From an optimization exercise on the open Yosys and OpenROAD flow, aimed at small area and a short achievable clock period; shortcuts taken in it are not production practice.
In this exercise RTL edits were held to simulation tests only and were not proved equivalent to the original.
Power is estimated from default activity; no workload was simulated.

### flow/design.v
package psram_pkg;
    typedef enum logic [1:0] {
        ST_IDLE  = 2'd0,
        ST_LAT   = 2'd1,
        ST_WRITE = 2'd2,
        ST_READ  = 2'd3
    } psram_state_e;
    localparam int PSRAM_ADR_W = 23;
    localparam int PSRAM_DAT_W = 16;
    localparam int PSRAM_LATENCY_MIN = 2;
    localparam int PSRAM_LATENCY_MAX = 7;
endpackage
module psram_resp_mem
#(
    parameter int ADR_W  = 8,
    parameter int GROUPS = 16,
    parameter int LINES  = 4
) (
    input  logic                   clk_i,
    input  logic                   i_par,
    input  logic                   i_we,
    input  logic [(1<<(ADR_W-ADR_W/2))-1:0] i_hi_n,
    input  logic [LINES-1:0][(1<<(ADR_W/2))-1:0]  i_gl_n,
    input  logic [psram_pkg::PSRAM_DAT_W-1:0] i_wx,
    output logic [psram_pkg::PSRAM_DAT_W-1:0] o_rdat
);
    localparam int LO_N  = 1 << (ADR_W / 2);
    localparam int HI_N  = 1 << (ADR_W - ADR_W / 2);
    localparam int WORDS = 1 << ADR_W;
    localparam int GW    = WORDS / GROUPS;
    localparam int LW    = WORDS / LINES;
    localparam int DW    = psram_pkg::PSRAM_DAT_W;
    logic [WORDS-1:0][DW-1:0]  r_mem;
    logic [GROUPS-1:0][DW-1:0] r_grp;
    logic [WORDS-1:0]          w_we;
    logic [HI_N-1:0]           w_hi_we_n;
    logic [WORDS-1:0]          w_sel_n;
    logic [WORDS-1:0][DW-1:0]  w_hit;
    logic [GROUPS-1:0][DW-1:0] w_grp;
    logic [DW-1:0]             w_and;
    assign w_hi_we_n = i_hi_n | ~{HI_N{i_we}};
    for (genvar w = 0; w < WORDS; w++) begin : g_word
        assign w_we[w]    = ~(w_hi_we_n[w / LO_N] | i_gl_n[w / LW][w % LO_N]);
        assign w_sel_n[w] = i_hi_n[w / LO_N] | i_gl_n[w / LW][w % LO_N];
        assign w_hit[w]   = r_mem[w] | {DW{w_sel_n[w]}};
        always_ff @(posedge clk_i) begin
            r_mem[w] <= ~(({DW{w_we[w]}} | r_mem[w]) & ({DW{w_sel_n[w]}} | i_wx));
        end
    end
    always_comb begin
        for (int g = 0; g < GROUPS; g++) begin
            w_grp[g] = '1;
            for (int w = g * GW; w < (g + 1) * GW; w++) begin
                w_grp[g] = w_grp[g] & w_hit[w];
            end
        end
    end
    always_ff @(posedge clk_i) begin
        r_grp <= w_grp;
    end
    always_comb begin
        w_and = '1;
        for (int g = 0; g < GROUPS; g++) begin
            w_and = w_and & r_grp[g];
        end
    end
    assign o_rdat = w_and ^ ~{DW{i_par}};
endmodule
module psram_burst_responder
#(
    parameter int ADR_W   = 8,
    parameter int LATENCY = 3
) (
    input  logic                   clk_i,
    input  logic                   rst_i,
    input  logic [psram_pkg::PSRAM_ADR_W-1:0] psram_adr,
    input  logic [psram_pkg::PSRAM_DAT_W-1:0] psram_dat_i,
    output logic [psram_pkg::PSRAM_DAT_W-1:0] psram_dat_o,
    output logic                   psram_dat_oe,
    output logic                   psram_wait,
    input  logic                   psram_ce_n,
    input  logic                   psram_adv_n,
    input  logic                   psram_we_n,
    input  logic                   psram_oe_n
);
    localparam int LO_W = ADR_W / 2;
    localparam int HI_W = ADR_W - LO_W;
    localparam int LO_N = 1 << LO_W;
    localparam int HI_N = 1 << HI_W;
    localparam int GROUPS = 16;              
    localparam int LINES  = 4;               
    localparam int GROWS  = HI_N / LINES;
    localparam logic [2:0] CNT_LOAD = 3'(LATENCY - 2);
    psram_pkg::psram_state_e           r_state;
    logic [2:0]             r_cnt;
    logic                   r_wr;
    logic [HI_N-1:0]        r_hi_n;
    logic [LO_N-1:0]        r_lo_n;
    logic [LINES-1:0][LO_N-1:0] r_gl_n;
    logic                   r_par;
    logic                   r_wen;
    logic [psram_pkg::PSRAM_DAT_W-1:0] r_wx;
    logic [psram_pkg::PSRAM_DAT_W-1:0] r_dat_o;
    logic                   r_dat_oe;
    logic                   r_wait;
    logic                   w_data_edge;
    logic                   w_load;
    logic                   w_inc;
    logic                   w_mem_we;
    logic [HI_N-1:0]        w_hi_nx;
    logic [LO_N-1:0]        w_lo_nx;
    logic [HI_N-1:0]        w_adr_hi;
    logic [LO_N-1:0]        w_adr_lo;
    logic [psram_pkg::PSRAM_DAT_W-1:0] w_rdat;
    logic                   w_adr_unused;
    assign w_adr_unused = ^psram_adr[psram_pkg::PSRAM_ADR_W-1:ADR_W];
    assign w_data_edge = ~psram_ce_n & psram_adv_n;
    assign w_load      = ~psram_ce_n & ~psram_adv_n;
    assign w_mem_we    = ~rst_i & w_data_edge & (r_state == psram_pkg::ST_WRITE);
    assign w_inc       = r_wen |
                         (w_data_edge &
                          ((r_state == psram_pkg::ST_READ) |
                           ((r_state == psram_pkg::ST_LAT) & (r_cnt <= 3'd1) & ~r_wr)));
    for (genvar i = 0; i < HI_N; i++) begin : g_adr_hi
        assign w_adr_hi[i] = (psram_adr[ADR_W-1:LO_W] == HI_W'(i));
    end
    for (genvar i = 0; i < LO_N; i++) begin : g_adr_lo
        assign w_adr_lo[i] = (psram_adr[LO_W-1:0] == LO_W'(i));
    end
    always_comb begin
        if (rst_i) begin
            w_hi_nx = ~HI_N'(1);
            w_lo_nx = ~LO_N'(1);
        end else if (w_load) begin
            w_hi_nx = ~w_adr_hi;
            w_lo_nx = ~w_adr_lo;
        end else if (w_inc) begin
            w_lo_nx = {r_lo_n[LO_N-2:0], r_lo_n[LO_N-1]};
            w_hi_nx = r_lo_n[LO_N-1] ? r_hi_n : {r_hi_n[HI_N-2:0], r_hi_n[HI_N-1]};
        end else begin
            w_hi_nx = r_hi_n;
            w_lo_nx = r_lo_n;
        end
    end
    psram_resp_mem #(
        .ADR_W  (ADR_W),
        .GROUPS (GROUPS),
        .LINES  (LINES)
    ) u_mem (
        .clk_i  (clk_i),
        .i_par  (r_par),
        .i_we   (r_wen),
        .i_hi_n (r_hi_n),
        .i_gl_n (r_gl_n),
        .i_wx   (r_wx),
        .o_rdat (w_rdat)
    );
    always_ff @(posedge clk_i) begin
        r_par <= ~r_par;
    end
    always_ff @(posedge clk_i) begin
        r_wen <= w_mem_we;
        r_wx  <= w_mem_we ? (psram_dat_i ^ ~{psram_pkg::PSRAM_DAT_W{r_par}})
                          : '1;
    end
    always_ff @(posedge clk_i) begin
        r_hi_n <= w_hi_nx;
        r_lo_n <= w_lo_nx;
        for (int g = 0; g < LINES; g++) begin
            r_gl_n[g] <= w_lo_nx | {LO_N{&w_hi_nx[g*GROWS +: GROWS]}};
        end
        r_dat_o <= w_rdat;
    end
    always_ff @(posedge clk_i) begin
        if (rst_i) begin
            r_state  <= psram_pkg::ST_IDLE;
            r_cnt    <= '0;
            r_wr     <= 1'b0;
            r_dat_oe <= 1'b0;
            r_wait   <= 1'b0;
        end else if (psram_ce_n) begin
            r_state  <= psram_pkg::ST_IDLE;
            r_wait   <= 1'b0;
            r_dat_oe <= 1'b0;
        end else if (!psram_adv_n) begin
            r_state  <= psram_pkg::ST_LAT;
            r_wr     <= ~psram_we_n;
            r_cnt    <= CNT_LOAD;
            r_wait   <= 1'b1;
            r_dat_oe <= 1'b0;
        end else begin
            unique case (r_state)
                psram_pkg::ST_IDLE: begin
                end
                psram_pkg::ST_LAT: begin
                    if (r_cnt != 3'd0) begin
                        r_cnt <= r_cnt - 3'd1;
                    end else if (r_wr) begin
                        r_state <= psram_pkg::ST_WRITE;
                        r_wait  <= 1'b0;
                    end else begin
                        r_state  <= psram_pkg::ST_READ;
                        r_wait   <= 1'b0;
                        r_dat_oe <= ~psram_oe_n;
                    end
                end
                psram_pkg::ST_WRITE: begin
                end
                psram_pkg::ST_READ: begin
                    r_dat_oe <= ~psram_oe_n;
                end
                default: begin
                    r_state <= psram_pkg::ST_IDLE;
                end
            endcase
        end
    end
    assign psram_dat_o  = r_dat_o;
    assign psram_dat_oe = r_dat_oe;
    assign psram_wait   = r_wait;
endmodule
### flow/constraint.sdc
create_clock -name core_clock -period 5.0 [get_ports {clk_i}]
set_input_delay 1.0000 -clock core_clock [delete_from_list [all_inputs] [get_ports {clk_i}]]
set_output_delay 1.0000 -clock core_clock [all_outputs]
set_load 0.01 [all_outputs]
### flow/config.mk
export PLATFORM = sky130hd
export DESIGN_NAME = psram_burst_responder
export DESIGN_NICKNAME = psram_burst_responder
export VERILOG_FILES = /design/flow/design.v
export SDC_FILE = /design/flow/constraint.sdc
export NUM_CORES = 4
export LEC_CHECK = 0
export CAP_MARGIN = 30
export CORE_MARGIN = 2
export CORE_UTILIZATION = 70
export CTS_CLUSTER_DIAMETER = 70
export CTS_CLUSTER_SIZE = 25
export SETUP_SLACK_MARGIN = 2.6
export SLEW_MARGIN = 30
export SYNTH_MEMORY_MAX_BITS = 8192
### flow/run.sh
#!/bin/bash
# synth_recipe.tcl (not shown) runs the flow's synth.tcl, then flattens the netlist and writes it again
# the make line also repeats each setting of config.mk as NAME=value (left out here)
make -C /OpenROAD-flow-scripts/flow DESIGN_CONFIG=/design/flow/config.mk WORK_HOME=/design/flow/orfs CLKGATE_MAP_FILE= SYNTH_SCRIPT=/design/flow/synth_recipe.tcl finish
==> results.json, run 1 <==
{
  "final.fill_count": 14410,
  "initialDrtViolationCount": 22810,
  "combinationalPowerShare": 0.125,
  "postSynthNetCount": 14320,
  "timing.fmax_mhz": 397.1,
  "stdcell_area_sq_um": 155500,
  "layout_cell_share_with_drive_strength_beyond_1": 0.1021,
  "finalWeightedCongestion": 0.9490,
  "setup-violations-final": 0,
  "grt_usage": 0.4688,
  "end_kind": "flop",
  "cts.htree.levels": 4,
  "detailroute.via_count": 130800,
  "port_buffers": 47,
  "first_pass_iters": 10,
  "number_of_enable_type_register_cells_in_the_synthesized_netlist": 0,
  "first_global_vias": 119600,
  "fin_total_pwr_mw": 66.19,
  "hold_path_class": "reg -> reg",
  "flow.area_growth_from_synthesis_pct": 6.549,
  "start_util": 0.7046,
  "power_per_cell_area_nw_per_um2": 425.8,
  "core-area_sq_um": 207100,
  "avgViaCountPerCell": 8.071,
  "place_ws_ns": 1.283,
  "max_slew.worst_pin.slew_ns": 1.112,
  "critPathLaunchType": "flop",
  "power_report.internal_total_mw": 48.03,
  "post-route-period-util": 0.5037,
  "die_area_sq_um": 212100,
  "worstSkewPairLatency_ns": 0.92,
  "critPathRequiredTime_ns": 5.84,
  "critical_path_class": "reg -> reg",
  "dpl.hpwl_microns": 315000,
  "seq_area_frac_synth": 0.6161,
  "route.antenna.remaining_nets": 0,
  "design.final.nets": 13400,
  "yosysUniqueCellTypes": 61,
  "power.switching_fraction": 0.2744,
  "global_route.overflow_total": 0,
  "layout.cells.non_filler": 16210,
  "grt_setup_unrepaired": "yes",
  "final_common_cell": "sky130_fd_sc_hd__o22ai_1",
  "fp-row-count": 167,
  "status": "complete, no violations",
  "post-route-drc-count": 0,
  "finalWorstPathRequiredPeriod_ns": 2.519,
  "die_height_microns": 460.5,
  "hold_viol": 0,
  "initial_antenna_violation_count": 38,
  "cts_buffers": 201,
  "pwr-share-clk": 0.286,
  "detail_route.wirelength_microns": 536700,
  "slew_headroom": 0.2581,
  "cts_tree": "built",
  "wire_per_inst_microns": 33.12,
  "finalCoreUtilization": 0.7507,
  "hold_slack_ns": 0.4375,
  "power.net_switching_mw": 18.16,
  "clkSinkCount": 4490,
  "netlist_area_sq_um": 145900,
  "synth_async_sr_flop_share": 0,
  "worst-path-max-fanout": 1,
  "synthCells": 14280,
  "layout_setup_ws_ns": 2.481,
  "synth-main-ff-cell": "sky130_fd_sc_hd__dfxtp_1",
  "boundary_pins": 63,
  "grt_start_max_net_pins": 151,
  "drv.max_cap_violation_count": 0,
  "drv_slew": 0,
  "placed_cells": 15780,
  "arrival_ns": 3.36,
  "layout.cells.most_common_list": "5743 x sky130_fd_sc_hd__o22ai_1, 4404 x sky130_fd_sc_hd__dfxtp_1, 597 x sky130_fd_sc_hd__nor2_1",
  "die_w_microns": 460.5,
  "placedInstanceArea_sq_um": 147000,
  "cts-root-buf": "sky130_fd_sc_hd__clkbuf_16",
  "ir_drop_mv": 0.4810,
  "bufs_on_longest_clock_path": 3,
  "global_route_wire_length_before_repair_microns": 759200,
  "yosys_warnings": 2,
  "synth_seq_cells": 4490,
  "clkSlewWorstSetupHoldPaths_ns": 0.10,
  "p_seq_frac": 0.590,
  "synthesis.area_per_instance_sq_um": 10.22,
  "leakage_nw": 60.39,
  "final.setup.tns_ns": 0,
  "finClkSkew_ns": 0.02601
}
## power groups by stage
stage	registers [mW]	logic, mW	clock network [mW]
6_report	39.0	8.24	18.9
2_1_floorplan	39.2	4.86	0
5_1_grt	39.2	8.47	19.9
3_5_place_dp	39.7	7.14	0
4_1_cts	38.9	7.40	18.7
3_3_place_gp	39.6	6.92	0
## state kept, by name, indices dropped and copies added (netlist names), 2 cells and up
register / count
r_hi_n: 16
r_dat_o: 16
u_mem.r_grp: 256
r_lo_n: 16
u_mem.r_mem: 4096
r_wx: 16
r_gl_n: 64
r_state: 2
r_cnt: 3
## cell usage after synthesis (3+ instances only)
cell	count	share of area
sky130_fd_sc_hd__mux2i_1	17	0.0012
sky130_fd_sc_hd__o221a_2	8	0.00062
sky130_fd_sc_hd__clkbuf_8	6	0.00057
sky130_fd_sc_hd__nand4_1	66	0.0028
sky130_fd_sc_hd__clkbuf_1	1593	0.041
sky130_fd_sc_hd__xnor2_1	18	0.0011
sky130_fd_sc_hd__o22a_1	201	0.012
sky130_fd_sc_hd__or2_2	241	0.010
sky130_fd_sc_hd__a31oi_1	5	0.00021
sky130_fd_sc_hd__buf_6	7	0.00054
sky130_fd_sc_hd__nor2b_1	4	0.00017
sky130_fd_sc_hd__buf_1	88	0.0023
sky130_fd_sc_hd__o21ai_0	207	0.0071
sky130_fd_sc_hd__xor2_1	17	0.0010
sky130_fd_sc_hd__nor3b_1	3	0.00015
sky130_fd_sc_hd__inv_1	24	0.00062
sky130_fd_sc_hd__a221o_1	6	0.00041
sky130_fd_sc_hd__o22ai_1	5743	0.25
sky130_fd_sc_hd__a221o_2	10	0.00077
sky130_fd_sc_hd__or4_1	55	0.0028
sky130_fd_sc_hd__nor3_1	8	0.00027
sky130_fd_sc_hd__nor4_1	273	0.012
sky130_fd_sc_hd__dfxtp_1	4490	0.62
sky130_fd_sc_hd__or2_0	16	0.00069
sky130_fd_sc_hd__buf_2	42	0.0014
sky130_fd_sc_hd__nor2_1	743	0.019
sky130_fd_sc_hd__a211oi_1	5	0.00026
sky130_fd_sc_hd__o21a_1	3	0.00015
sky130_fd_sc_hd__o221ai_1	201	0.012
sky130_fd_sc_hd__nand2_1	122	0.0031
sky130_fd_sc_hd__a21oi_1	16	0.00055
sky130_fd_sc_hd__ha_1	3	0.00026
## worst paths after layout
kind	from	to	slack, ns	cells after the start
hold / removal	u_mem.r_mem[1211]	u_mem.r_mem[1211]	0.44	1
hold reg to reg	u_mem.r_mem[1211]	u_mem.r_mem[1211]	0.44	1
setup reg to reg	u_mem.r_grp[127]	r_dat_o[15]	2.48	3
setup / recovery	u_mem.r_grp[127]	r_dat_o[15]	2.48	3
## worst max-delay path, cell delays in order (launching register included)
cell and delay, ns:
sky130_fd_sc_hd__dfxtp_1 0.46, sky130_fd_sc_hd__nand4_1 0.74, sky130_fd_sc_hd__nor4_1 1.05, sky130_fd_sc_hd__xnor2_1 0.19
## repair_timing
item | in CTS | in global routing
hold endpoints to repair | 0 | 0
endpoints found under the setup margin | 2351 | 1082
hold buffers | 0 | 0
resized for setup | 436 | 150
setup buffers | 7 | 78
gates cloned | 19 | 50
pin swaps | 13 | 44
## cell type report
type	instances	area (sq um)	share of cell area
Antenna cell	21	52.55	0.0003380
Clock buffer	236	5411	0.03481
Clock inverter	16	160.2	0.001030
Inverter	25	110.1	0.0007083
Multi-Input combinational cell	8089	51230	0.3296
Sequential cell	4490	90140	0.5798
Tap cell	2788	3488	0.02244
Timing Repair Buffer	541	4863	0.03129
## cell families after synthesis
kind of cell | count (synthesis) | share of synthesized area
flip-flops | 4490 | 0.6161
multiplexers | 17 | 0.001166
XOR/XNOR | 35 | 0.002101
AND/OR/NAND/NOR | 1548 | 0.05232
AO/OA/AOI/OAI | 6419 | 0.2815
adder cells (fa/ha/maj) | 3 | 0.0002573
buffers and inverters | 1764 | 0.04657
## routing by layer
metal,part of all wire,GRT usage
met4,0.084,0.3288
met1,0.36,0.6083
met2,0.41,0.6756
met5,0.00034,0
met3,0.14,0.1318
==> run 2: changes to the inputs <==
--- a/flow/config.mk
+++ b/flow/config.mk
@@ -5,11 +5,11 @@
 export SDC_FILE = /design/flow/constraint.sdc
 export NUM_CORES = 4
 export LEC_CHECK = 0
-export CAP_MARGIN = 30
+export CAP_MARGIN = 20
 export CORE_MARGIN = 2
 export CORE_UTILIZATION = 70
 export CTS_CLUSTER_DIAMETER = 70
 export CTS_CLUSTER_SIZE = 25
 export SETUP_SLACK_MARGIN = 2.6
-export SLEW_MARGIN = 30
+export SLEW_MARGIN = 20
 export SYNTH_MEMORY_MAX_BITS = 8192
==> run 2 against run 1 <==
  * First-iteration DRC count fell by 2.8%
  * Critical path depth rose by 2
  * Die area did not move
  * Power fell by 0.23%
  * Sequential power barely moved
  * Final area fell by 0.29%
  * Synthesized area did not move
  * Setup slack got worse by 0.13 ns
  * Maximum frequency fell by 5.0%
  * Utilization fell by 0.22 points
  * Global-route usage rose by 0.18 points
  * Sequential share of layout area rose by 0.17 points
==> results.json, run 2 <==
{
  "status": "complete, no violations",
  "dpl.hpwl_microns": 314700,
  "setup-violations-final": 0,
  "synthDominantAreaCellType": "sky130_fd_sc_hd__dfxtp_1",
  "synth_seq_cells": 4490,
  "ir_drop_mv": 0.4535,
  "critical_path_class": "reg -> reg",
  "global_route_wire_length_before_repair_microns": 762500,
  "seq_area_frac_synth": 0.6161,
  "slew_headroom": 0.1549,
  "initialDrtViolationCount": 22180,
  "post_synthesis_mux_area_share": 0.001166,
  "worst_path_dominant_cell_family": "simple AND/OR/NAND/NOR gates",
  "boundary_pins": 63,
  "final.fill_count": 14330,
  "grt_setup_unrepaired": "yes",
  "synth_async_sr_flop_share": 0,
  "critPathLaunchType": "flop",
  "flow.area_growth_from_synthesis_pct": 6.240,
  "cp_num_buf_inv": 1,
  "design.final.nets": 13370,
  "detail_route.wirelength_microns": 535900,
  "worst-path-max-fanout": 40,
  "synthCells": 14280,
  "worst_path_max_delay_cell": "sky130_fd_sc_hd__nor4_2",
  "grt_start_max_net_pins": 151,
  "first_global_vias": 119600,
  "placedInstanceArea_sq_um": 146900,
  "arrival_ns": 3.36,
  "largest_register_ffs": 4096,
  "bufs_on_longest_clock_path": 3,
  "timing.fmax_mhz": 377.3,
  "postSynthNetCount": 14320,
  "cts.htree.levels": 4,
  "wire_per_inst_microns": 33.14,
  "synth_top_family_by_area": "compound AO/OA/AOI/OAI gates",
  "yosys.area_share.adder": 0.0002573,
  "route.antenna.remaining_nets": 0,
  "final.setup.tns_ns": 0,
  "largest-register": "u_mem.r_mem",
  "end_kind": "flop",
  "yosys.area_share.simple": 0.05232,
  "grt_usage": 0.4706,
  "synthXorXnorAreaFrac": 0.002101,
  "die_w_microns": 460.5,
  "hold_path_class": "reg -> reg",
  "start_util": 0.7046,
  "number_of_enable_type_register_cells_in_the_synthesized_netlist": 0,
  "final_common_cell": "sky130_fd_sc_hd__o22ai_1",
  "crit_path_cell_trace": "buf_12 -> or2_2 -> o22a_1 -> o221ai_1 -> nor4_2",
  "max_slew.worst_pin.slew_ns": 1.268,
  "global_route.overflow_total": 0,
  "drv_slew": 0,
  "die_height_microns": 460.5,
  "port_buffers": 47,
  "largest_registers": "u_mem.r_mem: 4096 flops, u_mem.r_grp: 256 flops, r_gl_n: 64 flops",
  "yosysUniqueCellTypes": 61,
  "cts_tree": "built",
  "hold_viol": 0,
  "drv.max_cap_violation_count": 0,
  "clkSlewWorstSetupHoldPaths_ns": 0.10,
  "finalWeightedCongestion": 0.9490,
  "detailroute.via_count": 129800,
  "first_pass_iters": 10,
  "fp-row-count": 167,
  "post-route-period-util": 0.5301,
  "synth_common_cells": "5743 x sky130_fd_sc_hd__o22ai_1, 4490 x sky130_fd_sc_hd__dfxtp_1, 1593 x sky130_fd_sc_hd__clkbuf_1",
  "stdcell_area_sq_um": 155000,
  "yosys_warnings": 2,
  "netlist_area_sq_um": 145900,
  "post-synth-top-count-cell": "sky130_fd_sc_hd__o22ai_1",
  "die_area_sq_um": 212100,
  "layout.cells.most_common_list": "5743 x sky130_fd_sc_hd__o22ai_1, 4403 x sky130_fd_sc_hd__dfxtp_1, 595 x sky130_fd_sc_hd__nor2_1",
  "critPathRequiredTime_ns": 5.71,
  "post-route-drc-count": 0,
  "power_per_cell_area_nw_per_um2": 426.1,
  "synth.area.top_cells": "sky130_fd_sc_hd__dfxtp_1 62%, sky130_fd_sc_hd__o22ai_1 25%, sky130_fd_sc_hd__clkbuf_1 4.1%",
  "synth.top_cell.area_share": 0.6161,
  "finClkSkew_ns": 0.04008,
  "avgViaCountPerCell": 8.027,
  "initial_antenna_violation_count": 35,
  "layout_cell_share_with_drive_strength_beyond_1": 0.09999,
  "leakage_nw": 60.17,
  "cts_buffers": 202,
  "worstSkewPairLatency_ns": 0.90,
  "timing.critical_path.slowest_cell_delay_ns": 0.75,
  "synth-main-ff-cell": "sky130_fd_sc_hd__dfxtp_1",
  "fin_total_pwr_mw": 66.04,
  "synth_compound_area_frac": 0.2815,
  "synthesis.area_per_instance_sq_um": 10.22,
  "finalWorstPathRequiredPeriod_ns": 2.651,
  "cts-root-buf": "sky130_fd_sc_hd__clkbuf_16",
  "core-area_sq_um": 207100,
  "clkSinkCount": 4490
}
[run 2: metal layers]
layer,up-vias,part of all wire,GRT usage
met5,-,0.00036,0
met4,30,0.079,0.3169
met3,2349,0.14,0.1341
met2,11100,0.42,0.6820
met1,62480,0.36,0.6115
li1,53840,-,-
[run 2: path summary, 6_finish.rpt]
path,to,startpoint,depth (start not counted),slack [ns]
worst max-delay path,u_mem.r_grp[225],r_hi_n[14],5,2.35
worst max register to register,u_mem.r_grp[225],r_hi_n[14],5,2.35
worst min-delay path,u_mem.r_mem[1808],u_mem.r_mem[1808],1,0.44
worst min register to register,u_mem.r_mem[1808],u_mem.r_mem[1808],1,0.44
[run 2: metrics by stage]
step | instances | utilization | hold WS, ns | worst slack, ns
6_report | 16170 | 0.7486 | 0.4387 | 2.349
5_1_grt | 16170 | 0.7485 | 0.4479 | 2.401
4_1_cts | 16050 | 0.7420 | 0.4401 | 2.488
3_5_place_dp | 15770 | 0.7092 | 0.4266 | 1.302
3_3_place_gp | 15770 | 0.7092 | 0.4173 | 1.320
2_1_floorplan | 14280 | - | 0.4117 | 2.597
[run 2: logic make-up after synthesis]
group | count (synthesis)
AOI/OAI and AO/OA | 6419
DFF | 4490
buffers and inverters | 1764
and+or+nand+nor | 1548
xor gates and xnor gates | 35
muxes | 17
adders and majority gates | 3
[run 2: layout make-up]
class                      instances  area (sq um)  share of cell area
sequential                      4490         90140              0.5815
multi-input combinational       8089         51140              0.3299
clock buffer                     225          5319             0.03431
timing repair buffer             510          4548             0.02934
tap                             2788          3488             0.02250
clock inverter                    23         214.0            0.001380
inverter                          25         106.4           0.0006861
antenna                           20         50.05           0.0003229
[run 2: power by group]
part           switching [mW]  internal (mW)
combinational            5.67           2.52
sequential               1.35           37.7
clock                    11.1           7.70
total                    18.1           47.9
[run 2: timing repair]
item,CTS,global route
endpoints found under the setup margin,2750,1025
hold buffers,0,0
resized for setup,450,161
setup buffers,2,59
cloned,28,40
pin swaps,15,36
==> run 3: changes to the inputs <==
--- a/flow/config.mk
+++ b/flow/config.mk
@@ -7,7 +7,7 @@
 export LEC_CHECK = 0
 export CAP_MARGIN = 20
 export CORE_MARGIN = 2
-export CORE_UTILIZATION = 70
+export CORE_UTILIZATION = 60
 export CTS_CLUSTER_DIAMETER = 70
 export CTS_CLUSTER_SIZE = 25
 export SETUP_SLACK_MARGIN = 2.6
==> run 3 against run 2 <==
  * Non-clock buffer count grew 3
  * Synthesized area is the same
  * Via count shrank 1.9%
  * Wire length grew 2.6%
  * Sequential power is essentially flat
  * Sequential share of layout area shrank 0.60 points
  * Power grew 2.2%
  * Clock power grew 6%
  * Still clean
  * Combinational power grew 4.2%
  * Largest power group unchanged
  * Global-route usage shrank 5.8 points
==> results.json, run 3 <==
{
  "layout.cells.most_common_list": "5743 x sky130_fd_sc_hd__o22ai_1, 4409 x sky130_fd_sc_hd__dfxtp_1, 593 x sky130_fd_sc_hd__nor2_1",
  "global_route_wire_length_before_repair_microns": 780000,
  "finalCoreUtilization": 0.6457,
  "drv_slew": 0,
  "fp-row-count": 181,
  "power_report.internal_total_mw": 48.70,
  "timing.fmax_mhz": 390.7,
  "clkSinkCount": 4490,
  "avgViaCountPerCell": 7.654,
  "yosys.area_share.adder": 0.0002573,
  "synth-main-ff-cell": "sky130_fd_sc_hd__dfxtp_1",
  "synthXorXnorAreaFrac": 0.002101,
  "post-synth-top-count-cell": "sky130_fd_sc_hd__o22ai_1",
  "grt_setup_unrepaired": "yes",
  "die_height_microns": 497.1,
  "setup-violations-final": 0,
  "first_global_vias": 117000,
  "p_seq_frac": 0.578,
  "synth_seq_cells": 4490,
  "cts_buffers": 207,
  "final.fill_count": 19360,
  "global_route.overflow_total": 0,
  "synthDominantAreaCellType": "sky130_fd_sc_hd__dfxtp_1",
  "flow.area_growth_from_synthesis_pct": 7.350,
  "route.antenna.remaining_nets": 0,
  "synth_top_family_by_area": "compound AO/OA/AOI/OAI gates",
  "worst_path_max_delay_cell": "sky130_fd_sc_hd__nor4_1",
  "cts.htree.levels": 4,
  "post_cts_hold_buffer_count": 0,
  "end_kind": "flop",
  "grt_start_max_net_pins": 167,
  "yosys_warnings": 2,
  "finalWorstPathRequiredPeriod_ns": 2.559,
  "cp_num_buf_inv": 1,
  "slew_headroom": 0.1502,
  "arrival_ns": 3.30,
  "leakage_nw": 60.56,
  "number_of_enable_type_register_cells_in_the_synthesized_netlist": 0,
  "die_w_microns": 497.1,
  "synth_async_sr_flop_share": 0,
  "post-route-drc-count": 0,
  "hold_viol": 0,
  "cts_tree": "built",
  "power.net_switching_mw": 18.78,
  "crit_path_cell_trace": "buf_6 -> or2_4 -> o22ai_1 -> nor2_1 -> o21ai_0 -> nor4_1",
  "worstSkewPairLatency_ns": 0.94,
  "combinationalPowerShare": 0.126,
  "wire_per_inst_microns": 33.05,
  "post_synthesis_mux_area_share": 0.001166,
  "max_slew.worst_pin.slew_ns": 1.263,
  "synth.top_cell.area_share": 0.6161,
  "timing.critical_path.slowest_cell_delay_ns": 0.53,
  "pwr-share-clk": 0.296,
  "synth.area.top_cells": "sky130_fd_sc_hd__dfxtp_1 62%, sky130_fd_sc_hd__o22ai_1 25%, sky130_fd_sc_hd__clkbuf_1 4.1%",
  "postSynthNetCount": 14320,
  "dpl.hpwl_microns": 322900,
  "initialDrtViolationCount": 18650,
  "initial_antenna_violation_count": 44,
  "worst_path_dominant_cell_family": "simple AND/OR/NAND/NOR gates",
  "core-area_sq_um": 242500,
  "grt_usage": 0.4127,
  "die_area_sq_um": 247100,
  "seq_area_frac_synth": 0.6161,
  "worst-path-max-fanout": 45,
  "finClkSkew_ns": 0.05300,
  "status": "complete, no violations",
  "power.switching_fraction": 0.2783,
  "clkSlewWorstSetupHoldPaths_ns": 0.10,
  "critical_path_class": "reg -> reg",
  "synthesis.area_per_instance_sq_um": 10.22,
  "detailroute.via_count": 127300,
  "first_pass_iters": 8,
  "ir_drop_mv": 0.3768,
  "synth_common_cells": "5743 x sky130_fd_sc_hd__o22ai_1, 4490 x sky130_fd_sc_hd__dfxtp_1, 1593 x sky130_fd_sc_hd__clkbuf_1",
  "final.setup.tns_ns": 0,
  "start_util": 0.6015,
  "hold_slack_ns": 0.4371,
  "detail_route.wirelength_microns": 549700,
  "critPathRequiredTime_ns": 5.74,
  "final_common_cell": "sky130_fd_sc_hd__o22ai_1",
  "multi_input_area_sq_um": 51490,
  "design.final.nets": 13370,
  "fin_total_pwr_mw": 67.48,
  "port_buffers": 47,
  "synthCells": 14280,
  "largest-register": "u_mem.r_mem",
  "hold_path_class": "reg -> reg",
  "boundary_pins": 63,
  "largest_registers": "u_mem.r_mem: 4096 flops, u_mem.r_grp: 256 flops, r_gl_n: 64 flops",
  "yosys.area_share.simple": 0.05232,
  "cts-root-buf": "sky130_fd_sc_hd__clkbuf_16",
  "synth_compound_area_frac": 0.2815,
  "stdcell_area_sq_um": 156600,
  "critPathLaunchType": "flop",
  "layout.area.seq_sq_um": 90140,
  "power_per_cell_area_nw_per_um2": 430.8,
  "drv.max_cap_violation_count": 0,
  "finalWeightedCongestion": 0.9197,
  "placedInstanceArea_sq_um": 147500,
  "yosysUniqueCellTypes": 61,
  "post-route-period-util": 0.5119,
  "largest_register_ffs": 4096,
  "netlist_area_sq_um": 145900,
  "layout_cell_share_with_drive_strength_beyond_1": 0.1052,
  "bufs_on_longest_clock_path": 3
}
## run 3: cell counts after synthesis
No cell type changed its count.
## run 3: layout make-up
type,instances,area share
antenna,28,0.0004474
sequential,4490,0.5755
tap,3202,0.02558
clock buffer,239,0.03527
inverter,25,0.0006471
clock inverter,53,0.004114
multi-input combinational,8082,0.3288
timing repair buffer,513,0.02969
## run 3: routing by layer
layer	share of wire	up-vias	track usage
li1	-	53890	-
met1	0.39	62840	0.5639
met3	0.12	1626	0.08890
met4	0.060	24	0.2254
met2	0.43	8916	0.6110
met5	0.00030	-	0
## run 3: final timing paths
path	cells after the start	slack, ns	start	to
max	6	2.44	r_hi_n[12]	u_mem.r_grp[192]
min	1	0.44	u_mem.r_mem[3831]	u_mem.r_mem[3831]
max reg2reg	6	2.44	r_hi_n[12]	u_mem.r_grp[192]
min reg2reg	1	0.44	u_mem.r_mem[3831]	u_mem.r_mem[3831]
## run 3: stage by stage
step	setup slack (ns)	instances
5_1_grt	2.420	16620
2_1_floorplan	2.597	14280
3_3_place_gp	1.315	16180
3_5_place_dp	1.279	16180
6_report	2.441	16630
4_1_cts	2.375	16510
## run 3: what timing repair did
item / in CTS / in global routing
setup endpoints to repair: 2946 / 886
gates cloned: 27 / 36
gates resized for setup: 458 / 170
hold endpoints to repair: 0 / 0
pin swaps: 21 / 42
setup buffers: 13 / 55
## run 3: power groups by stage
stage / Combinational (mW) / Sequential (mW) / Clock (mW)
5_1_grt: 8.81 / 39.1 / 21.2
3_5_place_dp: 7.47 / 39.7 / 0
3_3_place_gp: 7.32 / 39.6 / 0
4_1_cts: 7.86 / 38.9 / 19.9
6_report: 8.53 / 39.0 / 20.0
2_1_floorplan: 4.86 / 39.2 / 0
## run 3: logic make-up (layout without fill, tap and decap cells)
family | after synthesis | count (layout)
AO/OA/AOI/OAI | 6419 | 6420
flip-flops | 4490 | 4490
buffers and inverters | 1764 | 830
AND/OR/NAND/NOR | 1548 | 1607
XOR/XNOR | 35 | 35
multiplexers | 17 | 17
adder cells (fa/ha/maj) | 3 | 3
other | 0 | 28
## run 3: worst reg2reg max path: stages (launching register included)
cell	delay (ns)
sky130_fd_sc_hd__dfxtp_1	0.34
sky130_fd_sc_hd__buf_6	0.33
sky130_fd_sc_hd__or2_4	0.46
sky130_fd_sc_hd__o22ai_1	0.13
sky130_fd_sc_hd__nor2_1	0.37
sky130_fd_sc_hd__o21ai_0	0.23
sky130_fd_sc_hd__nor4_1	0.53
==> run 4: changes to the inputs <==
--- a/flow/config.mk
+++ b/flow/config.mk
@@ -10,6 +10,6 @@
 export CORE_UTILIZATION = 60
 export CTS_CLUSTER_DIAMETER = 70
 export CTS_CLUSTER_SIZE = 25
-export SETUP_SLACK_MARGIN = 2.6
+export SETUP_SLACK_MARGIN = 2.75
 export SLEW_MARGIN = 20
 export SYNTH_MEMORY_MAX_BITS = 8192
==> run 4 against run 3 <==
  * Via count rose by 2.2%
  * Sequential share of layout area is 1.3 points lower
  * Setup slack better by 0.080 ns
  * Clock power about the same
  * Clock skew rose by 0.0043 ns
  * Maximum frequency rose by 3.2%
  * Die area unchanged
  * Sequential power about the same
  * Register-to-register slack improved by 0.08 ns
  * Critical path type unchanged
  * Largest cell class unchanged
  * Highest routed layer unchanged
==> results.json, run 4 <==
{
  "status": "complete, no violations",
  "power.switching_fraction": 0.2820,
  "largest-register": "u_mem.r_mem",
  "worst_path_max_delay_cell": "sky130_fd_sc_hd__nor2_2",
  "post-route-period-util": 0.4959,
  "leakage_nw": 62.41,
  "timing.fmax_mhz": 403.3,
  "design.final.nets": 13650,
  "finClkSkew_ns": 0.05729,
  "setup-violations-final": 0,
  "initialDrtViolationCount": 20800,
  "grt_usage": 0.4300,
  "boundary_pins": 63,
  "synthDominantAreaCellType": "sky130_fd_sc_hd__dfxtp_1",
  "dpl.hpwl_microns": 328300,
  "combinationalPowerShare": 0.143,
  "die_area_sq_um": 247100,
  "hold_path_class": "reg -> reg",
  "ir_drop_mv": 0.3549,
  "global_route.overflow_total": 0,
  "die_height_microns": 497.1,
  "hold_viol": 0,
  "worst-path-max-fanout": 50,
  "cts.htree.levels": 4,
  "first_pass_iters": 9,
  "p_seq_frac": 0.566,
  "netlist_area_sq_um": 145900,
  "worstSkewPairLatency_ns": 0.92,
  "power_report.internal_total_mw": 49.39,
  "core-area_sq_um": 242500,
  "largest_register_ffs": 4096,
  "flow.area_growth_from_synthesis_pct": 10.05,
  "synth-main-ff-cell": "sky130_fd_sc_hd__dfxtp_1",
  "layout.cells.most_common_list": "5743 x sky130_fd_sc_hd__o22ai_1, 4387 x sky130_fd_sc_hd__dfxtp_1, 563 x sky130_fd_sc_hd__buf_4",
  "seq_area_frac_synth": 0.6161,
  "fp-row-count": 181,
  "power.net_switching_mw": 19.40,
  "cts-root-buf": "sky130_fd_sc_hd__clkbuf_16",
  "number_of_enable_type_register_cells_in_the_synthesized_netlist": 0,
  "pwr-share-clk": 0.291,
  "synthCells": 14280,
  "cts_buffers": 207,
  "die_w_microns": 497.1,
  "power_per_cell_area_nw_per_um2": 428.4,
  "grt_setup_unrepaired": "yes",
  "final.setup.tns_ns": 0,
  "clkSlewWorstSetupHoldPaths_ns": 0.10,
  "synth_common_cells": "5743 x sky130_fd_sc_hd__o22ai_1, 4490 x sky130_fd_sc_hd__dfxtp_1, 1593 x sky130_fd_sc_hd__clkbuf_1",
  "start_util": 0.6015,
  "critical_path_class": "reg -> reg",
  "grt_start_max_net_pins": 147,
  "post-route-drc-count": 0,
  "critPathLaunchType": "flop",
  "finalWorstPathRequiredPeriod_ns": 2.479,
  "postSynthNetCount": 14320,
  "synth_async_sr_flop_share": 0,
  "yosysUniqueCellTypes": 61,
  "global_route_wire_length_before_repair_microns": 806900,
  "post-synth-top-count-cell": "sky130_fd_sc_hd__o22ai_1",
  "finalWeightedCongestion": 0.9312,
  "layout_cell_share_with_drive_strength_beyond_1": 0.1349,
  "synth_seq_cells": 4490,
  "timing.critical_path.slowest_cell_delay_ns": 0.95,
  "arrival_ns": 3.18,
  "reg2reg_slack_ns": 2.52,
  "largest_registers": "u_mem.r_mem: 4096 flops, u_mem.r_grp: 256 flops, r_gl_n: 64 flops",
  "synth.top_cell.area_share": 0.6161,
  "detail_route.wirelength_microns": 572400,
  "initial_antenna_violation_count": 32,
  "hold_slack_ns": 0.4388,
  "detailroute.via_count": 130100,
  "synthesis.area_per_instance_sq_um": 10.22,
  "final_common_cell": "sky130_fd_sc_hd__o22ai_1",
  "clkSinkCount": 4490,
  "port_buffers": 47,
  "synth.area.top_cells": "sky130_fd_sc_hd__dfxtp_1 62%, sky130_fd_sc_hd__o22ai_1 25%, sky130_fd_sc_hd__clkbuf_1 4.1%",
  "drv.max_cap_violation_count": 0,
  "yosys_warnings": 2,
  "critPathRequiredTime_ns": 5.70,
  "route.antenna.remaining_nets": 0,
  "crit_path_cell_trace": "inv_16 -> buf_6 -> nor2_2 -> o22ai_1",
  "drv_slew": 0,
  "max_slew.worst_pin.slew_ns": 1.434,
  "avgViaCountPerCell": 7.690,
  "slew_headroom": 0.04417,
  "cts_tree": "built",
  "first_global_vias": 118700,
  "bufs_on_longest_clock_path": 3,
  "post_cts_hold_buffer_count": 0,
  "wire_per_inst_microns": 33.84,
  "end_kind": "flop"
}
-- run 4: cell counts after synthesis --
No cell type changed its count.
-- run 4: worst paths after layout --
path | from | end | depth (start not counted)
max | r_wen | u_mem.r_mem[3160] | 4
min | u_mem.r_mem[3147] | u_mem.r_mem[3147] | 1
max reg2reg | r_wen | u_mem.r_mem[3160] | 4
min reg2reg | u_mem.r_mem[3147] | u_mem.r_mem[3147] | 1
-- run 4: what timing repair did --
item / 4_1_cts / 5_1_grt
cloned: 76 / 34
gates resized for setup: 779 / 183
setup endpoints to repair: 3844 / 1217
buffers inserted: 117 / 142
pin swaps: 86 / 79
-- run 4: stage by stage --
step	std cells	cell area (sq um)	power [mW]	util	worst slack (ns)
3_5_place_dp	16230	147900	47.41	0.6097	1.313
2_1_floorplan	14280	146000	44.07	-	2.623
6_report	16920	160600	68.79	0.6620	2.521
5_1_grt	16900	160500	70.29	0.6618	2.496
4_1_cts	16710	158100	67.57	0.6520	2.473
3_3_place_gp	16220	147800	47.17	0.6096	1.017
-- run 4: cells by family (layout without fill, tap and decap cells) --
kind of cell,after synthesis,after routing,synth area share
AOI/OAI and AO/OA,6419,6421,0.2815
xor gates and xnor gates,35,35,0.002101
adders and majority gates,3,3,0.0002573
buffers and inverters,1764,1072,0.04657
DFF,4490,4490,0.6161
muxes,17,17,0.001166
other,0,26,0
and+or+nand+nor,1548,1650,0.05232
-- run 4: worst max-delay path, delay by kind of cell (launching register included) --
kind                   cells  cell delay [ns]
flip-flops                 1             0.50
AO/OA/AOI/OAI              1             0.22
AND/OR/NAND/NOR            1             0.95
buffers and inverters      2             0.53
-- run 4: metal layers --
layer  vias up  share of wire  global-route usage
met2      9799           0.42              0.6236
met5         -        0.00022                   0
met3      1904           0.12              0.1027
li1      54450              -                   -
met4        18          0.069              0.2611
met1     63920           0.39              0.5816
-- run 4: final cells by class --
cell class | count | area (sq um)
Clock buffer | 246 | 5593
Timing Repair inverter | 1 | 8.758
Timing Repair Buffer | 750 | 7012
Fill cell | 18850 | 81990
Clock inverter | 50 | 600.6
Tap cell | 3202 | 4006
Antenna cell | 26 | 65.06
Sequential cell | 4490 | 90250
Inverter | 25 | 112.6
Multi-Input combinational cell | 8126 | 52910
-- run 4: power by group through the flow --
stage	combinational [mW]	clock [mW]	sequential, mW
floorplan	4.86	0	39.2
global placement	7.59	0	39.6
detailed placement	7.74	0	39.7
CTS	8.79	19.9	38.8
global route	10.0	21.2	39.1
finish	9.81	20.0	38.9
==> run 5: changes to the inputs <==
--- a/flow/design.v
+++ b/flow/design.v
@@ -13,14 +13,15 @@
 module psram_resp_mem
 #(
     parameter int ADR_W  = 8,
-    parameter int GROUPS = 16,
-    parameter int LINES  = 4
+    parameter int GROUPS = 16
 ) (
     input  logic                   clk_i,
     input  logic                   i_par,
     input  logic                   i_we,
     input  logic [(1<<(ADR_W-ADR_W/2))-1:0] i_hi_n,
-    input  logic [LINES-1:0][(1<<(ADR_W/2))-1:0]  i_gl_n,
+    input  logic [(1<<(ADR_W/2))-1:0]       i_lo_n,
+    input  logic [(1<<(ADR_W-ADR_W/2))-1:0] i_hi_nx_n,
+    input  logic [(1<<(ADR_W/2))-1:0]       i_lo_nx_n,
     input  logic [psram_pkg::PSRAM_DAT_W-1:0] i_wx,
     output logic [psram_pkg::PSRAM_DAT_W-1:0] o_rdat
 );
@@ -28,23 +29,24 @@
     localparam int HI_N  = 1 << (ADR_W - ADR_W / 2);
     localparam int WORDS = 1 << ADR_W;
     localparam int GW    = WORDS / GROUPS;
-    localparam int LW    = WORDS / LINES;
     localparam int DW    = psram_pkg::PSRAM_DAT_W;
     logic [WORDS-1:0][DW-1:0]  r_mem;
     logic [GROUPS-1:0][DW-1:0] r_grp;
     logic [WORDS-1:0]          w_we;
     logic [HI_N-1:0]           w_hi_we_n;
-    logic [WORDS-1:0]          w_sel_n;
+    logic [WORDS-1:0]          r_sel_n;
     logic [WORDS-1:0][DW-1:0]  w_hit;
     logic [GROUPS-1:0][DW-1:0] w_grp;
     logic [DW-1:0]             w_and;
     assign w_hi_we_n = i_hi_n | ~{HI_N{i_we}};
     for (genvar w = 0; w < WORDS; w++) begin : g_word
-        assign w_we[w]    = ~(w_hi_we_n[w / LO_N] | i_gl_n[w / LW][w % LO_N]);
-        assign w_sel_n[w] = i_hi_n[w / LO_N] | i_gl_n[w / LW][w % LO_N];
-        assign w_hit[w]   = r_mem[w] | {DW{w_sel_n[w]}};
+        assign w_we[w]    = ~(w_hi_we_n[w / LO_N] | i_lo_n[w % LO_N]);
+        assign w_hit[w]   = r_mem[w] | {DW{r_sel_n[w]}};
         always_ff @(posedge clk_i) begin
-            r_mem[w] <= ~(({DW{w_we[w]}} | r_mem[w]) & ({DW{w_sel_n[w]}} | i_wx));
+            r_sel_n[w] <= i_hi_nx_n[w / LO_N] | i_lo_nx_n[w % LO_N];
+        end
+        always_ff @(posedge clk_i) begin
+            r_mem[w] <= ~(({DW{w_we[w]}} | r_mem[w]) & ({DW{r_sel_n[w]}} | i_wx));
         end
     end
     always_comb begin
@@ -88,15 +90,12 @@
     localparam int LO_N = 1 << LO_W;
     localparam int HI_N = 1 << HI_W;
     localparam int GROUPS = 16;              
-    localparam int LINES  = 4;               
-    localparam int GROWS  = HI_N / LINES;
     localparam logic [2:0] CNT_LOAD = 3'(LATENCY - 2);
     psram_pkg::psram_state_e           r_state;
     logic [2:0]             r_cnt;
     logic                   r_wr;
     logic [HI_N-1:0]        r_hi_n;
     logic [LO_N-1:0]        r_lo_n;
-    logic [LINES-1:0][LO_N-1:0] r_gl_n;
     logic                   r_par;
     logic                   r_wen;
     logic [psram_pkg::PSRAM_DAT_W-1:0] r_wx;
@@ -144,14 +143,15 @@
     end
     psram_resp_mem #(
         .ADR_W  (ADR_W),
-        .GROUPS (GROUPS),
-        .LINES  (LINES)
+        .GROUPS (GROUPS)
     ) u_mem (
         .clk_i  (clk_i),
         .i_par  (r_par),
         .i_we   (r_wen),
         .i_hi_n (r_hi_n),
-        .i_gl_n (r_gl_n),
+        .i_lo_n (r_lo_n),
+        .i_hi_nx_n (w_hi_nx),
+        .i_lo_nx_n (w_lo_nx),
         .i_wx   (r_wx),
         .o_rdat (w_rdat)
     );
@@ -166,9 +166,6 @@
     always_ff @(posedge clk_i) begin
         r_hi_n <= w_hi_nx;
         r_lo_n <= w_lo_nx;
-        for (int g = 0; g < LINES; g++) begin
-            r_gl_n[g] <= w_lo_nx | {LO_N{&w_hi_nx[g*GROWS +: GROWS]}};
-        end
         r_dat_o <= w_rdat;
     end
     always_ff @(posedge clk_i) begin
==> flow/config.mk (replaced) <==
export PLATFORM = sky130hd
export DESIGN_NAME = psram_burst_responder
export DESIGN_NICKNAME = psram_burst_responder
export VERILOG_FILES = /design/flow/design.v
export SDC_FILE = /design/flow/constraint.sdc
export NUM_CORES = 4
export LEC_CHECK = 0
export CAP_MARGIN = 30
export CORE_MARGIN = 2
export CORE_UTILIZATION = 50
export CTS_CLUSTER_DIAMETER = 60
export CTS_CLUSTER_SIZE = 20
export SETUP_SLACK_MARGIN = 2.6
export SLEW_MARGIN = 30
export SYNTH_MEMORY_MAX_BITS = 8192
==> run 5 against run 4 <==
  * Maximum frequency decreased by 2.3%
  * Sequential share of layout area rose by 0.89 points
  * Final cell count increased by 4.4%
  * Die area grew 22%
  * Utilization is 10 points lower
  * Worst hold slack worse by 0.0036 ns
  * Synthesized area increased by 1.6%
  * Count of clock-buffer cells in the layout increased by 98
  * Global-route usage fell by 8.4 points
  * Largest power group unchanged
==> results.json, run 5 <==
{
  "wire_per_inst_microns": 30.96,
  "postSynthNetCount": 14250,
  "clkSlewWorstSetupHoldPaths_ns": 0.08,
  "cts_buffers": 301,
  "synth-main-ff-cell": "sky130_fd_sc_hd__dfxtp_1",
  "power_per_cell_area_nw_per_um2": 451.3,
  "layout.cells.most_common_list": "5632 x sky130_fd_sc_hd__o22ai_1, 4601 x sky130_fd_sc_hd__dfxtp_1, 546 x sky130_fd_sc_hd__nor2_1",
  "worst-path-max-fanout": 14,
  "detail_route.wirelength_microns": 546800,
  "grt_setup_unrepaired": "yes",
  "final.setup.tns_ns": 0,
  "finalCoreUtilization": 0.5582,
  "global_route_wire_length_before_repair_microns": 786600,
  "worstSkewPairLatency_ns": 0.95,
  "post-route-drc-count": 0,
  "design.final.nets": 13640,
  "initialDrtViolationCount": 16020,
  "placedInstanceArea_sq_um": 153400,
  "synthCells": 14200,
  "reg2regPathDepth": 3,
  "global_route.overflow_total": 0,
  "detailroute.via_count": 125000,
  "worst_path_max_delay_cell": "sky130_fd_sc_hd__dfxtp_1",
  "yosys_warnings": 2,
  "timing.critical_path.slowest_cell_delay_ns": 0.90,
  "max_slew.worst_pin.slew_ns": 1.206,
  "synth_seq_cells": 4682,
  "layout_cell_share_with_drive_strength_beyond_1": 0.1018,
  "cts_tree": "built",
  "drv.max_cap_violation_count": 0,
  "final_common_cell": "sky130_fd_sc_hd__o22ai_1",
  "setup-violations-final": 0,
  "timing.fmax_mhz": 393.9,
  "clkSinkCount": 4682,
  "first_global_vias": 116300,
  "bufs_on_longest_clock_path": 4,
  "synth.area.top_cells": "sky130_fd_sc_hd__dfxtp_1 63%, sky130_fd_sc_hd__o22ai_1 24%, sky130_fd_sc_hd__clkbuf_1 3.9%",
  "start_util": 0.5034,
  "status": "complete, no violations",
  "core-area_sq_um": 294600,
  "cts.htree.levels": 5,
  "number_of_enable_type_register_cells_in_the_synthesized_netlist": 0,
  "finClkSkew_ns": 0.04454,
  "drv_slew": 0,
  "largest-register": "u_mem.r_mem",
  "stdcell_area_sq_um": 164400,
  "netlist_area_sq_um": 148300,
  "ir_drop_mv": 0.2818,
  "flow.area_growth_from_synthesis_pct": 10.88,
  "post_cts_hold_buffer_count": 0,
  "critPathLaunchType": "flop",
  "leakage_nw": 64.21,
  "synthDominantAreaCellType": "sky130_fd_sc_hd__dfxtp_1",
  "post-synth-top-count-cell": "sky130_fd_sc_hd__o22ai_1",
  "end_kind": "flop",
  "critical_path_class": "reg -> reg",
  "port_buffers": 47,
  "first_pass_iters": 8,
  "finalWorstPathRequiredPeriod_ns": 2.539,
  "hold_path_class": "reg -> reg",
  "die_w_microns": 548.6,
  "boundary_pins": 63,
  "grt_usage": 0.3457,
  "cts-root-buf": "sky130_fd_sc_hd__clkbuf_16",
  "critPathRequiredTime_ns": 5.76,
  "route.antenna.remaining_nets": 0,
  "seq_area_frac_synth": 0.6321,
  "final.fill_count": 24880,
  "largest_register_ffs": 4096,
  "avgViaCountPerCell": 7.076,
  "slew_headroom": 0.1959,
  "grt_start_max_net_pins": 177,
  "yosysUniqueCellTypes": 52,
  "hold-path-cell-count": 1,
  "die_height_microns": 548.6,
  "synthesis.area_per_instance_sq_um": 10.44,
  "dpl.hpwl_microns": 334000,
  "crit_path_cell_trace": "o22ai_1 -> or4_1 -> nor4_1",
  "synth_common_cells": "5632 x sky130_fd_sc_hd__o22ai_1, 4682 x sky130_fd_sc_hd__dfxtp_1, 1521 x sky130_fd_sc_hd__clkbuf_1",
  "initial_antenna_violation_count": 25,
  "synth_async_sr_flop_share": 0,
  "finalWeightedCongestion": 0.8932,
  "hold_viol": 0,
  "fp-row-count": 199,
  "die_area_sq_um": 300900,
  "synth.top_cell.area_share": 0.6321,
  "post-route-period-util": 0.5077,
  "largest_registers": "u_mem.r_mem: 4096 flops, u_mem.r_grp: 256 flops, u_mem.r_sel_n: 256 flops",
  "arrival_ns": 3.30
}
==> run 5: changes by cell type after synthesis, sizes merged, moves of 18 or more <==
cell	delta
o221ai	+83
buf	-67
o22ai	-111
dfxtp	+192
o21ai	-203
inv	+18
o22a	+55
or2	-256
nand2	+347
clkbuf	-79
nor2	-64
==> run 5: what timing repair did <==
| item | 4_1_cts | 5_1_grt |
|---|---|---|
| buffers inserted | 67 | 4 |
| setup endpoints to repair | 3183 | 479 |
| gates resized for setup | 238 | 52 |
| pin swaps | 48 | 4 |
==> run 5: area by class of cell <==
class / instances / area [sq um] / share of cell area
flip-flops and latches: 4682 / 93890 / 0.5710
multi-input cells: 7883 / 49990 / 0.3041
clock buffers: 344 / 7961 / 0.04842
repair buffers: 684 / 6357 / 0.03867
well taps: 3919 / 4903 / 0.02982
clock inverters: 94 / 1127 / 0.006856
inverters: 42 / 157.7 / 0.0009588
diodes: 12 / 30.03 / 0.0001826
==> run 5: routing by layer <==
layer	track usage	up-vias	routed length, microns
li1	-	54250	-
met2	0.5237	7226	239200
met3	0.06905	1390	55900
met5	0	-	82
met4	0.1798	12	30270
met1	0.4675	62080	221300
==> run 5: cells by family after synthesis <==
group	after synthesis	synth area share
compound gates	6243	0.2740
simple gates	1589	0.04839
flops	4682	0.6321
buf+inv	1635	0.04232
xor+xnor	34	0.002008
mux	14	0.0009450
fa+ha+maj	3	0.0002532
==> run 5: final timing paths <==
check	from	end	slack, ns
max	u_mem.r_sel_n[101]	u_mem.r_grp[103]	2.46
min	u_mem.r_mem[2008]	u_mem.r_mem[2008]	0.44
min reg2reg	u_mem.r_mem[2008]	u_mem.r_mem[2008]	0.44
max reg2reg	u_mem.r_sel_n[101]	u_mem.r_grp[103]	2.46
==> run 5: critical path: cells and delay by family (launching register included) <==
kind	cells	cell delay [ns]
compound gates	1	0.22
flops	1	0.90
simple gates	2	1.24
==> run 5: where the power goes <==
part / leakage [nW] / internal, mW / switching (mW) / total, mW
clock: 4.43 / 12.0 / 13.2 / 25.3
sequential: 39.4 / 39.5 / 1.85 / 41.3
combinational: 20.3 / 2.58 / 5.06 / 7.64
==> run 5: stage by stage <==
| step | hold slack (ns) | setup slack [ns] | power, mW | cells |
|---|---|---|---|---|
| 2_1_floorplan | 0.4117 | 2.417 | 45.84 | 14200 |
| 3_3_place_gp | 0.4172 | 0.8539 | 48.97 | 17120 |
| 3_5_place_dp | 0.4271 | 1.051 | 49.27 | 17140 |
| 4_1_cts | 0.4371 | 2.494 | 73.92 | 17640 |
| 5_1_grt | 0.4432 | 2.498 | 76.26 | 17660 |
| 6_report | 0.4352 | 2.461 | 74.20 | 17660 |
==> run 6: changes to the inputs <==
--- a/flow/config.mk
+++ b/flow/config.mk
@@ -7,7 +7,7 @@
 export LEC_CHECK = 0
 export CAP_MARGIN = 30
 export CORE_MARGIN = 2
-export CORE_UTILIZATION = 50
+export CORE_UTILIZATION = 65
 export CTS_CLUSTER_DIAMETER = 60
 export CTS_CLUSTER_SIZE = 20
 export SETUP_SLACK_MARGIN = 2.6
==> run 6 against run 5 <==
  * Count of clock-buffer cells in the layout is 28 lower
  * Sequential share of layout area up 0.47 points
  * Final cell count shrank 5.4%
  * Setup slack worse by 0.052 ns
  * Utilization rose by 16 points
  * Highest routed layer unchanged
  * Largest cell class unchanged
  * Synthesized cell count unchanged
  * Clock power decreased by 9.1%
  * Global-route usage grew 8.8 points
==> results.json, run 6 <==
{
  "status": "complete, no violations",
  "critical_path_class": "reg -> reg",
  "ir_drop_mv": 0.3757,
  "postSynthNetCount": 14250,
  "crit_path_cell_trace": "buf_4 -> o22ai_1 -> nor2_1 -> nand2_1 -> nor4_1",
  "timing.fmax_mhz": 386.0,
  "synth_seq_cells": 4682,
  "worstSkewPairLatency_ns": 0.99,
  "design.final.nets": 13680,
  "cts-root-buf": "sky130_fd_sc_hd__clkbuf_16",
  "cts_tree": "built",
  "die_w_microns": 481.6,
  "setup-violations-final": 0,
  "timing.critical_path.depth": 5,
  "finalCoreUtilization": 0.7184,
  "multi_input_area_sq_um": 49930,
  "largest_register_ffs": 4096,
  "drv.max_cap_violation_count": 0,
  "post-route-period-util": 0.5182,
  "grt_usage": 0.4335,
  "post_cts_hold_buffer_count": 0,
  "dpl.hpwl_microns": 318100,
  "number_of_enable_type_register_cells_in_the_synthesized_netlist": 0,
  "timing.rr.start": "u_mem.r_sel_n[5]",
  "post-synth-top-count-cell": "sky130_fd_sc_hd__o22ai_1",
  "critPathRequiredTime_ns": 5.79,
  "grt_start_max_net_pins": 169,
  "synthCells": 14200,
  "arrival_ns": 3.38,
  "worst-path-max-fanout": 19,
  "final.fill_count": 16200,
  "timing.rr.end": "u_mem.r_grp[9]",
  "critPathLaunchType": "flop",
  "yosys_warnings": 2,
  "start_util": 0.6531,
  "first_pass_iters": 9,
  "yosysUniqueCellTypes": 52,
  "drv_slew": 0,
  "timing.critical_path.slowest_cell_delay_ns": 0.95,
  "hold_path_class": "reg -> reg",
  "die_height_microns": 481.6,
  "die_area_sq_um": 232000,
  "worst_path_max_delay_cell": "sky130_fd_sc_hd__dfxtp_1",
  "worst_path_dominant_cell_family": "simple AND/OR/NAND/NOR gates",
  "first_global_vias": 116400,
  "synthDominantAreaCellType": "sky130_fd_sc_hd__dfxtp_1",
  "largest-register": "u_mem.r_mem",
  "boundary_pins": 63,
  "initialDrtViolationCount": 18990,
  "global_route_wire_length_before_repair_microns": 760900,
  "seq_area_frac_synth": 0.6321,
  "critPathCapture": "u_mem.r_grp[9]",
  "final_common_cell": "sky130_fd_sc_hd__o22ai_1",
  "final.setup.tns_ns": 0,
  "power_per_cell_area_nw_per_um2": 442.1,
  "flow.area_growth_from_synthesis_pct": 10.00,
  "netlist_area_sq_um": 148300,
  "reg2regPathDepth": 5,
  "finalWorstPathRequiredPeriod_ns": 2.591,
  "initial_antenna_violation_count": 29,
  "layout.area.seq_sq_um": 93910,
  "avgViaCountPerCell": 7.579,
  "detail_route.wirelength_microns": 527200,
  "layout_cell_share_with_drive_strength_beyond_1": 0.09890,
  "cts_buffers": 288,
  "synth.top_cell.area_share": 0.6321,
  "grt_setup_unrepaired": "yes",
  "cp_num_buf_inv": 1,
  "port_buffers": 47,
  "synth_async_sr_flop_share": 0,
  "layout.cells.non_filler": 16710,
  "slew_headroom": 0.1888,
  "leakage_nw": 63.98,
  "max_slew.worst_pin.slew_ns": 1.217,
  "end_kind": "flop",
  "global_route.overflow_total": 0,
  "bufs_on_longest_clock_path": 4,
  "finClkSkew_ns": 0.03146,
  "synth_common_cells": "5632 x sky130_fd_sc_hd__o22ai_1, 4682 x sky130_fd_sc_hd__dfxtp_1, 1521 x sky130_fd_sc_hd__clkbuf_1",
  "placed_cells": 16200,
  "wire_per_inst_microns": 31.56,
  "detailroute.via_count": 126600,
  "largest_registers": "u_mem.r_mem: 4096 flops, u_mem.r_grp: 256 flops, u_mem.r_sel_n: 256 flops",
  "route.antenna.remaining_nets": 0,
  "setup.worst_path.start": "u_mem.r_sel_n[5]",
  "cts.htree.levels": 5,
  "synth.area.top_cells": "sky130_fd_sc_hd__dfxtp_1 63%, sky130_fd_sc_hd__o22ai_1 24%, sky130_fd_sc_hd__clkbuf_1 3.9%",
  "reg2reg_slack_ns": 2.41,
  "synth-main-ff-cell": "sky130_fd_sc_hd__dfxtp_1",
  "post-route-drc-count": 0,
  "finalWeightedCongestion": 0.9393,
  "layout.cells.most_common_list": "5632 x sky130_fd_sc_hd__o22ai_1, 4595 x sky130_fd_sc_hd__dfxtp_1, 546 x sky130_fd_sc_hd__nor2_1",
  "clkSlewWorstSetupHoldPaths_ns": 0.09,
  "clkSinkCount": 4682,
  "synthesis.area_per_instance_sq_um": 10.44,
  "hold_viol": 0,
  "fp-row-count": 175,
  "core-area_sq_um": 227100
}
run 6: cell types whose count changed in the layout (fill, tap and decap cells not counted), sizes merged:
| cell | previous run | this run |
|---|---|---|
| clkinvlp | 9 | 3 |
| dlymetal6s2s | 0 | 1 |
| clkbuf | 344 | 317 |
| diode | 12 | 16 |
| nand2 | 469 | 470 |
| buf | 656 | 709 |
| bufinv | 8 | 4 |
| clkdlybuf4s15 | 2 | 1 |
| clkinv | 33 | 3 |
| inv | 86 | 50 |
run 6: routing by layer:
| layer | up-vias | GRT usage | part of all wire |
|---|---|---|---|
| met4 | 36 | 0.2617 | 0.066 |
| li1 | 54250 | - | - |
| met2 | 8692 | 0.6389 | 0.43 |
| met3 | 1691 | 0.1147 | 0.12 |
| met5 | - | 0 | 0.00059 |
| met1 | 61940 | 0.5716 | 0.38 |
run 6: through the flow:
step                      power, mW  hold WS [ns]  setup slack (ns)  area, sq um
after CTS                     71.59        0.4376             2.207       161200
after global routing          73.90        0.4428             2.433       163100
after global placement        48.93        0.4174            0.9385       151200
after floorplan               45.84        0.4117             2.417       148500
after detailed placement      49.27        0.4271            0.8988       152100
final                         72.12        0.4345             2.409       163100
run 6: worst min path at each step:
stage / startpoint / slack (ns) / depth (start not counted) / endpoint
after floorplan: u_mem.r_mem[103] / 0.41 / 1 / u_mem.r_mem[103]
after global placement: u_mem.r_mem[2097] / 0.42 / 1 / u_mem.r_mem[2097]
after detailed placement: u_mem.r_mem[1171] / 0.43 / 1 / u_mem.r_mem[1171]
after CTS: u_mem.r_mem[2209] / 0.44 / 1 / u_mem.r_mem[2209]
after global routing: u_mem.r_mem[1185] / 0.44 / 1 / u_mem.r_mem[1185]
final: u_mem.r_mem[3728] / 0.43 / 1 / u_mem.r_mem[3728]
run 6: kinds of logic (layout without fill, tap and decap cells):
family,after synthesis,in the layout,synth area share
AOI/OAI and AO/OA,6243,6243,0.2740
muxes,14,14,0.0009450
and+or+nand+nor,1589,1590,0.04839
adders and majority gates,3,3,0.0002532
buffers and inverters,1635,1114,0.04232
other,0,16,0
DFF,4682,4682,0.6321
xor gates and xnor gates,34,34,0.002008
run 6: layout make-up:
| class | count | area share |
|---|---|---|
| well taps | 3009 | 0.02308 |
| diodes | 16 | 0.0002455 |
| inverters | 42 | 0.0009665 |
| clock inverters | 18 | 0.001465 |
| flip-flops and latches | 4682 | 0.5757 |
| multi-input cells | 7884 | 0.3061 |
| repair buffers | 738 | 0.04626 |
| clock buffers | 316 | 0.04618 |
run 6: timing repair:
action | CTS | global route
endpoints found under the hold margin | 0 | 0
cloned | 0 | 1
endpoints found under the setup margin | 1956 | 1881
setup buffers | 58 | 95
resized for setup | 236 | 62
pin swaps | 39 | 68
run 6: where the power goes:
| group | leakage [nW] | total, mW | switching [mW] | internal (mW) |
|---|---|---|---|---|
| Combinational | 20.7 | 7.80 | 5.21 | 2.60 |
| Sequential | 39.4 | 41.3 | 1.84 | 39.5 |
| Clock | 3.81 | 23.0 | 12.1 | 10.9 |
| Total | 64.0 | 72.1 | 19.1 | 53.0 |

==> port drivers added, routing unchanged <==
Ports are ideal in the flow. The routed layouts listed here were re-timed in OpenROAD.
Step 1 assumes that a clkbuf_16 drives the clock port and a buf_2 every other input.
Step 2 also shifts input and output timing later by t, the mid clock arrival at the registers, as if the neighbouring blocks saw the same clock.
Three values: no drivers, after step 1, after step 2; two values: the first two.
run | t (ns) | slack for setup (ns) | hold WS [ns] | worst setup path after step 2 | pins driven straight from the clock port
run 1 | 1.010 | 2.481 / 2.462 / 1.554 | 0.437 / 0.437 / 0.437 | input to register | 1
run 2 | 0.973 | 2.349 / 2.349 / 1.611 | 0.439 / 0.439 / 0.439 | input to register | 1
run 3 | 0.998 | 2.441 / 2.441 / 1.715 | 0.437 / 0.437 / 0.437 | input to register | 1
run 4 | 0.982 | 2.521 / 2.503 / 1.747 | 0.439 / 0.439 / 0.439 | input to register | 1
run 5 | 1.028 | 2.461 / 2.418 / 1.409 | 0.435 / 0.435 / 0.435 | input to register | 1
run 6 | 1.056 | 2.409 / 2.409 / 1.533 | 0.435 / 0.435 / 0.435 | input to register | 1
After both steps every run listed still meets setup and hold. For run 5, which loses most, drivers alone change the setup slack by -0.043 ns; drivers and shift together by -1.052 ns.
